Background: an optimization exercise with open tools, aiming at small area and a short achievable clock period. Do not read the settings as production practice. The RTL was checked by simulation tests, not by an equivalence proof against the original design.

// slave_clock_hand_positioner
module slave_clock_hand_positioner (
	input  logic        clk,
	input  logic        arst_n,
	input  logic        s_axis_tvalid,
	output logic        s_axis_tready,
	input  logic [23:0] s_axis_tdata,
	input  logic [2:0]  s_axis_tuser,
	output logic        m_axis_tvalid,
	input  logic        m_axis_tready,
	output logic [31:0] m_axis_tdata,
	input  logic        cfg_valid,
	output logic        cfg_ready,
	input  logic [1:0]  cfg_index,
	input  logic [15:0] cfg_data
);
Settings: LEC_CHECK=0, ABC_AREA=1, CAP_MARGIN=20, CORE_MARGIN=2, CORE_UTILIZATION=55, PLACE_DENSITY=0.75, SLEW_MARGIN=20; clock period 18.0 ns.
standard.sh (not shown) runs the stock make flow with config.mk's settings and CLKGATE_MAP_FILE= SYNTH_SCRIPT=/design/flow/synth_recipe.tcl, a recipe that flattens the netlist after the stock synthesis.
==> flow/flow/run.sh <==
#!/bin/bash
# Standard layout, with port buffers of a faster cell and timing repair aiming for extra
# setup slack at the design's clock.
set -euo pipefail
export SETUP_SLACK_MARGIN=10
export BUFFER_PORTS_ARGS="-buffer_cell sky130_fd_sc_hd__buf_1"
bash standard.sh > standard.log 2>&1
The baseline finished with timing, DRC and antenna clean.
Next try:
--- a/flow/flow/run.sh
+++ b/flow/flow/run.sh
@@ -4,3 +4,3 @@
 set -euo pipefail
-export SETUP_SLACK_MARGIN=10
+export SETUP_SLACK_MARGIN=10.4
 export BUFFER_PORTS_ARGS="-buffer_cell sky130_fd_sc_hd__buf_1"
--- a/flow/config.mk
+++ b/flow/config.mk
@@ -7,3 +7,2 @@
 export LEC_CHECK = 0
-export ABC_AREA = 1
 export CAP_MARGIN = 20
Count of clock-buffer cells in the layout decreases by 1; setup slack degrades by 210 ps; critical path depth came out lower by 4; core utilization goes up by 2.6 points; maximum frequency fell by 2.6%; wire length climbs by 2.9%.
Next try:
--- a/flow/config.mk
+++ b/flow/config.mk
@@ -7,6 +7,7 @@
 export LEC_CHECK = 0
+export ABC_AREA = 1
 export CAP_MARGIN = 20
 export CORE_MARGIN = 2
-export CORE_UTILIZATION = 55
-export PLACE_DENSITY = 0.75
+export CORE_UTILIZATION = 45
+export PLACE_DENSITY = 0.65
 export SLEW_MARGIN = 20
Outcome: The new run passed the timing, design-rule and antenna checks; setup slack improved by 400 ps; wire length drops slightly; final area hardly moves; worst hold slack got worse by 19 ps; area after synthesis climbs slightly; global-route usage drops by 3.8 points.
Next try:
--- a/flow/flow/run.sh
+++ b/flow/flow/run.sh
@@ -4,3 +4,3 @@
 set -euo pipefail
-export SETUP_SLACK_MARGIN=10.4
+export SETUP_SLACK_MARGIN=9.5
 export BUFFER_PORTS_ARGS="-buffer_cell sky130_fd_sc_hd__buf_1"
--- a/flow/config.mk
+++ b/flow/config.mk
@@ -10,4 +10,4 @@
 export CORE_MARGIN = 2
-export CORE_UTILIZATION = 45
-export PLACE_DENSITY = 0.65
+export CORE_UTILIZATION = 55
+export PLACE_DENSITY = 0.75
 export SLEW_MARGIN = 20
What happened: The new run completed with no timing, DRC or antenna violations; global-route usage is higher by 4.2 points; clock-buffer cell count rises by 3; hold slack hardly moves.

== lane 1 ==
slave_clock_hand_positioner again, from the RTL that the note above started with.
// slave_clock_hand_positioner
module slave_clock_hand_positioner (
	input  logic        clk,
	input  logic        arst_n,
	input  logic        s_axis_tvalid,
	output logic        s_axis_tready,
	input  logic [23:0] s_axis_tdata,
	input  logic [2:0]  s_axis_tuser,
	output logic        m_axis_tvalid,
	input  logic        m_axis_tready,
	output logic [31:0] m_axis_tdata,
	input  logic        cfg_valid,
	output logic        cfg_ready,
	input  logic [1:0]  cfg_index,
	input  logic [15:0] cfg_data
);
	logic        motor_block;
	logic [17:0] k1;
	logic [19:0] k3;
	logic [25:0] res;
	logic        out_valid_q;
	logic        in_accept;
	assign cfg_ready = 1'b1;
	schp_cfg_regs u_cfg (
		.clk            (clk),
		.arst_n         (arst_n),
		.wr_en          (cfg_valid),
		.wr_index       (cfg_index),
		.wr_data        (cfg_data),
		.motor_block    (motor_block),
		.k1             (k1),
		.k3             (k3)
	);
	assign s_axis_tready = !out_valid_q || m_axis_tready;
	assign in_accept     = s_axis_tvalid && s_axis_tready;
	schp_core u_core (
		.clk            (clk),
		.arst_n         (arst_n),
		.accept         (in_accept),
		.op             (s_axis_tuser),
		.target_hours   (s_axis_tdata[3:0]),
		.target_minutes (s_axis_tdata[9:4]),
		.rtc_hours      (s_axis_tdata[14:10]),
		.rtc_minutes    (s_axis_tdata[20:15]),
		.motor_block    (motor_block),
		.k1             (k1),
		.k3             (k3),
		.res            (res)
	);
	always_ff @(posedge clk or negedge arst_n) begin
		if (!arst_n)
			out_valid_q <= 1'b0;
		else if (s_axis_tready)
			out_valid_q <= s_axis_tvalid;
	end
	assign m_axis_tvalid = out_valid_q;
	assign m_axis_tdata  = {6'd0, res};
endmodule
export LEC_CHECK = 0
export ABC_AREA = 1
export CAP_MARGIN = 20
export CORE_MARGIN = 2
export CORE_UTILIZATION = 55
export PLACE_DENSITY = 0.75
export SLEW_MARGIN = 20
create_clock -name core_clock -period 18.0 [get_ports {clk}]
==> flow/flow/run.sh <==
#!/bin/bash
# Standard layout, with port buffers of a faster cell and timing repair aiming for extra
# setup slack at the design's clock.
set -euo pipefail
export SETUP_SLACK_MARGIN=10.7
export BUFFER_PORTS_ARGS="-buffer_cell sky130_fd_sc_hd__buf_1"
bash standard.sh > standard.log 2>&1
Lane 1 went all the way through synthesis, placement and routing and the layout is clean on timing, DRC and antenna.
diff inputs: lane 1 => lane 2
diff --git a/flow/flow/run.sh b/flow/flow/run.sh
--- a/flow/flow/run.sh
+++ b/flow/flow/run.sh
@@ -4,3 +4,3 @@
 set -euo pipefail
-export SETUP_SLACK_MARGIN=10.7
+export SETUP_SLACK_MARGIN=10.4
 export BUFFER_PORTS_ARGS="-buffer_cell sky130_fd_sc_hd__buf_1"
--- outcome ---
Lane 2 against lane 1: layout-stage area growth over the synthesis result dropped 1.7 points; met1 track demand over resource climbed 0.98 points.
Global-route usage across lane 2 and lane 1: no real change.
diff inputs: lane 2 => lane 3
# lane 2
export LEC_CHECK = 0
export ABC_AREA = 1
export CAP_MARGIN = 20
export CORE_MARGIN = 2
export CORE_UTILIZATION = 55
export PLACE_DENSITY = 0.75
export SLEW_MARGIN = 20
create_clock -name core_clock -period 18.0 [get_ports {clk}]
# lane 3
export LEC_CHECK = 0
export ABC_AREA = 1
export CAP_MARGIN = 20
export CORE_MARGIN = 2
export CORE_UTILIZATION = 65
export PLACE_DENSITY = 0.8
export SLEW_MARGIN = 20
create_clock -name core_clock -period 18.0 [get_ports {clk}]
[summary]
Lane 2 and lane 3 all finish clean. For lane 2, the capturing element of the worst setup path was m_axis_tdata[18], unlike lane 3, where it was m_axis_tdata[22]. In lane 3 relative to lane 2, layout inverter count without the clock tree had gone down slightly. Route | lane 3 vs lane 2 | wire longer in lane 3.

[what the ideal ports hide]
The flow's constraints put no driver on any port. The routed layouts listed below were extracted and timed again, unchanged, in two steps. Step 1: set_driving_cell puts a clkbuf_16 on clk and a buf_2 on each other input, an assumption about the parent block. Step 2 also shifts input and output timing later by t, the mid clock arrival at the registers, as if the neighbouring blocks saw the same clock. Slacks: ideal ports / drivers / drivers and shift; pairs: ideal ports / drivers.
| run | t, ns | slack for setup (ns) | cell pins on the clock port's net |
|---|---|---|---|
| the first run of note 1 | 0.388 | 10.245 / 10.208 / 10.280 | 1 |
| the second run of note 1 | 0.393 | 10.037 / 9.994 / 10.198 | 1 |
| the third run of note 1 | 0.391 | 10.435 / 10.394 / 10.380 | 1 |
| the fourth run of note 1 | 0.389 | 9.868 / 9.830 / 10.219 | 1 |
| lane 1 | 0.394 | 10.499 / 10.458 / 10.494 | 1 |
| lane 2 | 0.390 | 10.470 / 10.432 / 10.410 | 1 |
| lane 3 | 0.391 | 10.413 / 10.371 / 10.358 | 1 |
After both steps setup and hold are still met in every run listed. The setup slack of lane 2, which loses most, moves by -0.038 ns with the drivers and by -0.060 ns with both steps.
